This is an optimization exercise on Yosys and OpenROAD, whose aim is small area, a short achievable clock period and few clock cycles per item, not a production implementation. The RTL was checked by simulation tests, not by an equivalence proof against the original design. No activity file was given, so power comes from the tool's default toggle rates.

fjord:
==> flow/design.v <==
`default_nettype none
package pil_pkg;
    localparam int LIST_DEPTH = 16;
    localparam int POS_W   = 8;
    localparam int VAL_W   = 32;
    localparam int OCNT_W  = 9;
    localparam int IDX_W   = (LIST_DEPTH > 1) ? $clog2(LIST_DEPTH) : 1;
    localparam int CNT_W   = $clog2(LIST_DEPTH + 1);
    typedef enum logic {
        CMD_INSERT = 1'b0,
        CMD_READ   = 1'b1
    } t_cmd;
    typedef enum logic [1:0] {
        ST_OK     = 2'd0,
        ST_BEYOND = 2'd1,
        ST_FULL   = 2'd2,
        ST_RANGE  = 2'd3
    } t_status;
    typedef struct packed {
        t_cmd                     command;
        logic signed [VAL_W-1:0]  value;
        logic [POS_W-1:0]         position;
    } t_in_beat;
    typedef struct packed {
        t_status                  status;
        logic signed [VAL_W-1:0]  read_value;
        logic [OCNT_W-1:0]        element_count;
        logic signed [VAL_W-1:0]  element_sum;
    } t_out_beat;
    typedef struct packed {
        logic                     insert_en;
        logic [POS_W-1:0]         position;
        logic [VAL_W-1:0]         value;
    } t_cell_ctl;
endpackage
`default_nettype wire
`default_nettype none
import pil_pkg::*;
module pil_cell
(
    input  wire logic                      i_clk,
    input  wire logic                      i_load,
    input  wire logic                      i_shift,
    input  wire logic                      i_hold,
    input  wire logic [pil_pkg::VAL_W-1:0] i_value,
    input  wire logic [pil_pkg::VAL_W-1:0] i_prev,
    output logic [pil_pkg::VAL_W-1:0]      o_val
);
    logic [VAL_W-1:0] r_val;
    always_ff @(posedge i_clk) begin
        r_val <= ({VAL_W{i_load}}  & i_value)
               | ({VAL_W{i_shift}} & i_prev)
               | ({VAL_W{i_hold}}  & r_val);
    end
    assign o_val = r_val;
endmodule
`default_nettype wire
`default_nettype none
import pil_pkg::*;
module pil_ctrl
(
    input  wire logic                      i_clk,
    input  wire logic                      i_rst_n,
    input  wire logic                      i_accept,
    input  pil_pkg::t_in_beat              i_beat,
    output logic                           o_ins_ok,
    output logic                           o_rd_ok,
    output pil_pkg::t_status               o_status,
    output logic [pil_pkg::CNT_W-1:0]      o_count,
    output logic [pil_pkg::VAL_W-1:0]      o_sum
);
    localparam int C = 8;
    localparam int N = VAL_W / C;
    logic [CNT_W-1:0] r_count;
    logic [CNT_W-1:0] w_count_inc;
    logic [VAL_W-1:0] r_acc;
    logic [N-1:1]     r_pend;
    logic [VAL_W-1:0] w_acc_add;
    logic [N-1:0]     w_cout;
    logic [VAL_W-1:0] w_pend_vec;
    logic             w_low;       
    logic             w_le;        
    logic             w_lt;        
    logic             w_full;
    logic             w_is_read;
    assign w_is_read = (i_beat.command == CMD_READ);
    assign w_low     = (i_beat.position[POS_W-1:5] == '0);
    assign w_full    = r_count[CNT_W-1];
    assign w_le      = w_low && (i_beat.position[4:0] <= r_count);
    assign w_lt      = w_low && (i_beat.position[4:0] <  r_count);
    always_comb begin
        if (w_is_read) begin
            o_status = w_lt ? ST_OK : ST_RANGE;
        end else if (!w_le) begin
            o_status = ST_BEYOND;
        end else if (w_full) begin
            o_status = ST_FULL;
        end else begin
            o_status = ST_OK;
        end
    end
    assign o_ins_ok = !w_is_read && w_le && !w_full;
    assign o_rd_ok  = w_is_read && w_lt;
    assign w_count_inc = r_count + CNT_W'(1);
    for (genvar k = 0; k < N; k++) begin : g_chunk
        logic w_cin;
        if (k == 0) begin : g_first
            assign w_cin = 1'b0;
        end else begin : g_rest
            assign w_cin = r_pend[k];
        end
        assign {w_cout[k], w_acc_add[k*C +: C]} =
            {1'b0, r_acc[k*C +: C]} + {1'b0, i_beat.value[k*C +: C]} + (C+1)'(w_cin);
    end
    always_ff @(posedge i_clk) begin
        if (!i_rst_n) begin
            r_count <= '0;
            r_acc   <= '0;
            r_pend  <= '0;
        end else if (i_accept && o_ins_ok) begin
            r_count <= w_count_inc;
            r_acc   <= w_acc_add;
            r_pend  <= w_cout[N-2:0];
        end
    end
    always_comb begin
        w_pend_vec = '0;
        for (int k = 1; k < N; k++) begin
            w_pend_vec[k*C] = r_pend[k];
        end
    end
    assign o_count = r_count;
    assign o_sum   = r_acc + w_pend_vec;
endmodule
`default_nettype wire
`default_nettype none
import pil_pkg::*;
module positional_insert_list
(
    input  wire logic      i_clk,
    input  wire logic      i_rst_n,
    input  wire logic      i_in_valid,
    output logic           o_in_stall,
    input  wire logic [40:0] i_in_data,
    output logic           o_out_valid,
    input  wire logic      i_out_stall,
    output logic [74:0]    o_out_data
);
    logic                 w_adv;
    logic                 w_accept;
    logic                 w_ins_ok;
    logic                 w_rd_ok;
    pil_pkg::t_status     w_status;
    logic [CNT_W-1:0]     w_count;
    logic [VAL_W-1:0]     w_sum;
    logic                 r1_valid;
    logic                 r1_ins;
    logic                 r1_rd;
    pil_pkg::t_status     r1_status;
    logic [LIST_DEPTH-1:0] r1_eq;      
    logic [LIST_DEPTH-1:0] r1_gt;      
    logic [VAL_W-1:0]     r1_val;
    logic                 w_exec_ins;
    logic [LIST_DEPTH-1:0] w_load;
    logic [LIST_DEPTH-1:0] w_shift;
    logic [LIST_DEPTH-1:0] w_hold;
    logic [LIST_DEPTH-1:0] w_rsel;
    logic [VAL_W-1:0]     w_cell_val [LIST_DEPTH];
    logic [VAL_W-1:0]     w_read;
    logic                 r2_valid;
    pil_pkg::t_status     r2_status;
    logic [VAL_W-1:0]     r2_read;
    logic [CNT_W-1:0]     r2_count;
    logic [VAL_W-1:0]     r2_sum;
    assign w_adv      = !i_out_stall;
    assign o_in_stall = i_out_stall;
    assign w_accept   = w_adv && i_in_valid;
    pil_ctrl u_ctrl (
        .i_clk    (i_clk),
        .i_rst_n  (i_rst_n),
        .i_accept (w_accept),
        .i_beat   (i_in_data),
        .o_ins_ok (w_ins_ok),
        .o_rd_ok  (w_rd_ok),
        .o_status (w_status),
        .o_count  (w_count),
        .o_sum    (w_sum)
    );
    logic [LIST_DEPTH-1:0] w_eq;
    logic [LIST_DEPTH-1:0] w_gt;
    for (genvar g = 0; g < LIST_DEPTH; g++) begin : g_dec
        assign w_eq[g] = (i_in_data[3:0] == 4'(g));
        assign w_gt[g] = (i_in_data[3:0] <  4'(g));
    end
    always_ff @(posedge i_clk) begin
        if (!i_rst_n) begin
            r1_valid <= 1'b0;
            r1_ins   <= 1'b0;
        end else if (w_adv) begin
            r1_valid <= i_in_valid;
            r1_ins   <= i_in_valid && w_ins_ok;
        end
    end
    always_ff @(posedge i_clk) begin
        if (w_adv) begin
            r1_rd     <= w_rd_ok;
            r1_status <= w_status;
            r1_eq     <= w_eq;
            r1_gt     <= w_gt;
            r1_val    <= i_in_data[39:8];
        end
    end
    assign w_exec_ins = w_adv && r1_ins;
    for (genvar g = 0; g < LIST_DEPTH; g++) begin : g_sel
        assign w_load[g]  = w_exec_ins && r1_eq[g];
        assign w_shift[g] = w_exec_ins && r1_gt[g];
        assign w_hold[g]  = !(w_exec_ins && (r1_eq[g] || r1_gt[g]));
        assign w_rsel[g]  = w_adv && r1_rd && r1_eq[g];
    end
    for (genvar g = 0; g < LIST_DEPTH; g++) begin : g_cell
        pil_cell u_cell (
            .i_clk   (i_clk),
            .i_load  (w_load[g]),
            .i_shift (w_shift[g]),
            .i_hold  (w_hold[g]),
            .i_value (r1_val),
            .i_prev  ((g == 0) ? r1_val : w_cell_val[(g == 0) ? 0 : g-1]),
            .o_val   (w_cell_val[g])
        );
    end
    always_comb begin
        w_read = {VAL_W{!w_adv}} & r2_read;
        for (int i = 0; i < LIST_DEPTH; i++) begin
            w_read = w_read | ({VAL_W{w_rsel[i]}} & w_cell_val[i]);
        end
    end
    always_ff @(posedge i_clk) begin
        if (!i_rst_n) begin
            r2_valid <= 1'b0;
        end else begin
            if (w_adv) begin
                r2_valid <= r1_valid;
            end
        end
    end
    always_ff @(posedge i_clk) begin
        r2_read <= w_read;
        if (w_adv) begin
            r2_status <= r1_status;
            r2_count  <= w_count;
            r2_sum    <= w_sum;
        end
    end
    assign o_out_valid = r2_valid;
    assign o_out_data  = {r2_status, r2_read, OCNT_W'(r2_count), r2_sum};
endmodule
`default_nettype wire
clock: 3.8 ns
lec_check: 0
cap_margin: 20
core_margin: 2
core_utilization: 40
cts_cluster_diameter: 80
cts_cluster_size: 24
place_density: 0.6
setup_slack_margin: 1.8
slew_margin: 20
standard.sh (not shown) runs the stock make flow with config.mk's settings and CLKGATE_MAP_FILE= SYNTH_SCRIPT=/design/flow/synth_recipe.tcl, a recipe that flattens the netlist after the stock synthesis.
==> flow/flow/run.sh <==
#!/bin/bash
# The standard layout (standard.sh: standard synthesis, then the ORFS
# flow to finish), with one change: the buffers that buffer_ports puts on
# every input and output port are sky130_fd_sc_hd__buf_2 cells instead of the
# delay cells the resizer picks by default. Every port still gets its buffer.
# The make output goes to standard.log here; the ORFS tools' own logs stay
# under orfs/logs/.
set -euo pipefail
bash standard.sh 'BUFFER_PORTS_ARGS=-buffer_cell sky130_fd_sc_hd__buf_2' finish > standard.log 2>&1
Testbench counts of fjord, summed over its fixed seeds: cycles 16,640, items 16,384.
#### Input delta (raven over fjord)
--- a/flow/config.mk
+++ b/flow/config.mk
@@ -10 +10 @@
-export CORE_UTILIZATION = 40
+export CORE_UTILIZATION = 50
@@ -13,2 +13,2 @@
-export PLACE_DENSITY = 0.6
-export SETUP_SLACK_MARGIN = 1.8
+export PLACE_DENSITY = 0.7
+export SETUP_SLACK_MARGIN = 1.7
==> comparison <==
Looking at critical setup path kind, the flip-flop to flip-flop result is from raven; the primary input to primary output one comes from fjord. fjord → raven: global-route usage shows an increase of 7.4 points; minimum period implied by the final worst setup slack shows a reduction of 0.0045 ns. Comparing fjord against raven, there is no change at all in number of stages on the worst hold path. raven has clock network fraction of design power below what fjord had. In raven relative to fjord, total power of the final layout had gone down slightly. Taking fjord as the reference, in raven global-route met3 utilization now sits higher; final design area excluding fillers now sits lower; count of input and output buffers now sits at about the same level; signal arrival time at the worst endpoint now sits higher; met1 track demand over resource in global routing now sits higher. Looking at hold slack, raven sits 0.017 ns below fjord.
#### Input delta (ember over raven)
--- a/flow/config.mk
+++ b/flow/config.mk
@@ -10 +10 @@
-export CORE_UTILIZATION = 50
+export CORE_UTILIZATION = 40
@@ -13,2 +13,2 @@
-export PLACE_DENSITY = 0.7
-export SETUP_SLACK_MARGIN = 1.7
+export PLACE_DENSITY = 0.6
+export SETUP_SLACK_MARGIN = 1.6
==> comparison <==
Looking at routed wire length per instance, ember sits below raven.
raven reports its end of the critical path as u_ctrl.r_pend[2] while ember reports g_cell[10].u_cell.r_val[4].
Compared ember vs raven, and die height is up in ember.
Worst setup skew after layout across raven and ember: no real change.
Summary: with raven as the reference, sum of met2 wire segment lengths after detailed routing in ember moved down by a few percent.
[compare] base=raven new=ember: cell area fell by about 0.8%; overall power consumption rose by about 0.8%.
#### Input delta (indigo over ember)
--- a/flow/config.mk
+++ b/flow/config.mk
@@ -12,0 +13 @@
+export GPL_TIMING_DRIVEN = 0
@@ -14 +15 @@
-export SETUP_SLACK_MARGIN = 1.6
+export SETUP_SLACK_MARGIN = 1.7
## What came out
HPWL reported at the end of detailed placement went up by more than a quarter going from ember to indigo. [indigo vs ember] power: higher in indigo. Iteration-0 DRC count of the detailed router of indigo exceeds that of ember by more than 10%. Non-clock buffer count in the final layout: indigo higher than ember. Against ember as the reference, indigo delivers a higher first-pass GRT wire length.

[re-timing with driven ports]
No port has a modelled driver above. Below, the same layouts with a new extraction and two added sets of constraints. Step 1 sets driving cells, clkbuf_16 on the clock port and buf_2 on the other inputs (assumed; they add their load-dependent delay and slew). Step 2 times the ports against the registers' clock, not the clock port: input delays grow and output delays shrink by t, the midpoint of the rising clock arrivals with the driver on. Slacks: no drivers / after step 1 / after step 2; pairs: no drivers / after step 1.
| run | t, ns | slack for setup (ns) | cell pins on the clock port's net |
|---|---|---|---|
| fjord | 0.657 | 1.658 / 1.630 / 1.113 | 1 |
| raven | 0.665 | 1.663 / 1.663 / 1.066 | 1 |
| ember | 0.669 | 1.618 / 1.618 / 1.077 | 1 |
| indigo | 0.685 | 1.671 / 1.651 / 1.050 | 1 |
After both steps every run listed still meets setup and hold. For indigo, which loses most, drivers alone change the setup slack by -0.020 ns; drivers and shift together by -0.621 ns.
